From an optimization exercise on the open Yosys and OpenROAD flow, aimed at small area; shortcuts taken in it are not production practice. Function was checked by simulation only, so behaviour that the tests miss may differ from the original. Power and IR drop assume default switching activity.

v17:
## mips_exec_datapath
module mips_exec_datapath
(
  input  logic        clk,
  input  logic        reset,
  input  logic [4:0]  addr_a,
  input  logic [4:0]  addr_b,
  input  logic [4:0]  write_addr,
  input  logic        write,
  input  logic [31:0] data_in,
  input  logic [5:0]  opcode,
  input  logic [5:0]  rtype_fncode,
  input  logic [4:0]  shamt,
  input  logic        alu_b_sel,
  input  logic [31:0] imm,
  output logic [31:0] a,
  output logic [31:0] b,
  output logic [5:0]  fncode,
  output logic [31:0] alu_out,
  output logic [31:0] register_v0
);
  reg_file u_reg_file (
    .clk(clk), .reset(reset), .addr_a(addr_a), .addr_b(addr_b),
    .write_addr(write_addr), .write(write), .data_in(data_in),
    .a(a), .b(b), .register_v0(register_v0)
  );
  alu_ctrl u_alu_ctrl (.opcode(opcode), .rtype_fncode(rtype_fncode), .fncode(fncode));
  alu u_alu (.fncode(fncode), .op_a(a), .reg_b(b), .imm(imm), .b_sel(alu_b_sel), .shamt(shamt),
             .result(alu_out));
endmodule
clock: 14.0 ns
lec_check: 0
cap_margin: 20
core_margin: 2
core_utilization: 60
cts_buf_list: sky130_fd_sc_hd__clkbuf_16
cts_cluster_diameter: 100
cts_cluster_size: 26
place_density: 0.75
slew_margin: 20
synth_hierarchical: 1
standard.sh (not shown) runs the stock make flow with config.mk's settings and CLKGATE_MAP_FILE= SYNTH_SCRIPT=/design/flow/synth_recipe.tcl, a recipe that flattens the netlist after the stock synthesis.
==> flow/flow/run.sh <==
#!/bin/bash
# Own layout flow: the standard flow (standard synthesis unchanged), except that the
# port buffers that global placement inserts on every input and output use the smallest
# buffer cell instead of the default; repair may still resize them where timing needs it.
set -euo pipefail
bash standard.sh "BUFFER_PORTS_ARGS=-buffer_cell sky130_fd_sc_hd__buf_1" finish > standard_flow.log 2>&1
Setup changes, v17 to v56
# v17
export LEC_CHECK = 0
export CAP_MARGIN = 20
export CORE_MARGIN = 2
export CORE_UTILIZATION = 60
export CTS_BUF_LIST = sky130_fd_sc_hd__clkbuf_16
export CTS_CLUSTER_DIAMETER = 100
export CTS_CLUSTER_SIZE = 26
export PLACE_DENSITY = 0.75
export SLEW_MARGIN = 20
export SYNTH_HIERARCHICAL = 1
create_clock -name core_clock -period 14.0 [get_ports {clk}]
# v56
export LEC_CHECK = 0
export CAP_MARGIN = 20
export CORE_MARGIN = 2
export CORE_UTILIZATION = 70
export CTS_BUF_LIST = sky130_fd_sc_hd__clkbuf_16
export CTS_CLUSTER_DIAMETER = 100
export CTS_CLUSTER_SIZE = 30
export PLACE_DENSITY = 0.85
export SLEW_MARGIN = 20
export SYNTH_HIERARCHICAL = 1
create_clock -name core_clock -period 14.0 [get_ports {clk}]
==> flow/flow/run.sh <==
#!/bin/bash
# Own layout flow: the standard flow (standard synthesis unchanged), except that
#  - the port buffers that global placement inserts on every input and output use the
#    smallest buffer cell instead of the default (repair may still resize them), and
#  - after global routing, gates on paths with positive slack are downsized
#    (ORFS's power recovery step, which is off by default).
set -euo pipefail
bash standard.sh "BUFFER_PORTS_ARGS=-buffer_cell sky130_fd_sc_hd__buf_1" RECOVER_POWER=100 finish \
  > standard_flow.log 2>&1
Results
v56 had finished all stages when the layout checks came back failing, citing max-capacitance violations, max-slew violations. Compared with v17, v56 supports a lower clock frequency. Final critical delay including setup and external delays (v56 over v17): increase, 830 ps. Changes observed in v56 relative to v17: final area decreased by 1.1% relative to the old numbers, final cell count saw a decrease, area growth from synthesis to layout went down. Looking at non-clock buffer count across v17 and v56, the one that comes out higher is v56. Taking v17 as the reference point, the delay of the slowest cell on the worst path of v56 rises by 1000 ps.
Setup changes, v56 to v21
# v56
export LEC_CHECK = 0
export CAP_MARGIN = 20
export CORE_MARGIN = 2
export CORE_UTILIZATION = 70
export CTS_BUF_LIST = sky130_fd_sc_hd__clkbuf_16
export CTS_CLUSTER_DIAMETER = 100
export CTS_CLUSTER_SIZE = 30
export PLACE_DENSITY = 0.85
export SLEW_MARGIN = 20
export SYNTH_HIERARCHICAL = 1
create_clock -name core_clock -period 14.0 [get_ports {clk}]
# v21
export LEC_CHECK = 0
export CAP_MARGIN = 20
export CORE_MARGIN = 2
export CORE_UTILIZATION = 65
export CTS_BUF_LIST = sky130_fd_sc_hd__clkbuf_16
export CTS_CLUSTER_DIAMETER = 100
export CTS_CLUSTER_SIZE = 30
export PLACE_DENSITY = 0.8
export SLEW_MARGIN = 20
export SYNTH_HIERARCHICAL = 1
create_clock -name core_clock -period 14.0 [get_ports {clk}]
==> flow/flow/run.sh <==
#!/bin/bash
# Own layout flow: the standard flow (standard synthesis unchanged), except that the
# port buffers that global placement inserts on every input and output use the smallest
# buffer cell instead of the default; repair may still resize them where timing needs it.
set -euo pipefail
bash standard.sh "BUFFER_PORTS_ARGS=-buffer_cell sky130_fd_sc_hd__buf_1" finish > standard_flow.log 2>&1
Results
v21 completed every stage of the flow, and the final layout passed the timing, DRC and antenna checks. Changes observed in v21 relative to v56: global-route met1 utilization has decreased; sequential cell fraction of total power +0.3 points; detailed-routed wire length on met2 lost 650 um; clock network area share closely matched the old numbers.
The following lists how v55 was set up differently from v21:
# v21
export LEC_CHECK = 0
export CAP_MARGIN = 20
export CORE_MARGIN = 2
export CORE_UTILIZATION = 65
export CTS_BUF_LIST = sky130_fd_sc_hd__clkbuf_16
export CTS_CLUSTER_DIAMETER = 100
export CTS_CLUSTER_SIZE = 30
export PLACE_DENSITY = 0.8
export SLEW_MARGIN = 20
export SYNTH_HIERARCHICAL = 1
create_clock -name core_clock -period 14.0 [get_ports {clk}]
# v55
export LEC_CHECK = 0
export CAP_MARGIN = 20
export CORE_MARGIN = 2
export CORE_UTILIZATION = 60
export CTS_BUF_LIST = sky130_fd_sc_hd__clkbuf_16
export CTS_CLUSTER_DIAMETER = 100
export CTS_CLUSTER_SIZE = 30
export PLACE_DENSITY = 0.75
export SLEW_MARGIN = 20
export SYNTH_HIERARCHICAL = 1
create_clock -name core_clock -period 14.0 [get_ports {clk}]
--- outcome ---
- v55 went all the way through the flow, and no timing, DRC or antenna check failed.
- v21 | stages: all done | timing, DRC, antenna: all pass
- Cmp v55 and v21 / vertical die dimension / higher: v55
- Delta (v55 minus v21): wire length picked up an extra 3.2%, overall die area picked up an extra 8.2%.
- Looking at start point of the critical path, the addr_b[4] result is from v21; the addr_b[0] one comes from v55.

## afterwards: timing with drivers on the ports
No port has a modelled driver above. Below, the same layouts with a new extraction and two added sets of constraints.
Step 1 (the two cells are an assumption about what drives the block):
set clk [get_ports {clk}]
set_driving_cell -lib_cell sky130_fd_sc_hd__clkbuf_16 $clk
set_driving_cell -lib_cell sky130_fd_sc_hd__buf_2 [delete_from_list [all_inputs] $clk]
Step 2 moves the port delays by t, midway between the first and last clock arrival at a register: inputs arrive t later, outputs are due t later. That takes back most of the time a late clock gives input paths.
a / b / c = ideal / step 1 / step 2; a / b = the first two.
run | t, ns | setup WS [ns] | hold slack, ns | worst register clock-pin slew, ns | cell pins on the clock port's net
v17 | 0.692 | 1.303 / 1.194 / 1.194 | 0.473 / 0.473 / 0.473 | 0.11 / 0.11 | 1
v56 | 0.709 | 0.475 / 0.401 / 0.401 | 0.478 / 0.478 / 0.478 | 0.12 / 0.12 | 1
v21 | 0.703 | 1.261 / 1.157 / 1.157 | 0.478 / 0.478 / 0.478 | 0.12 / 0.12 | 1
v55 | 0.696 | 1.259 / 1.157 / 1.157 | 0.477 / 0.477 / 0.477 | 0.12 / 0.12 | 1
The setup slack of v17, which loses most, moves by -0.109 ns with the drivers and by -0.109 ns with both steps.
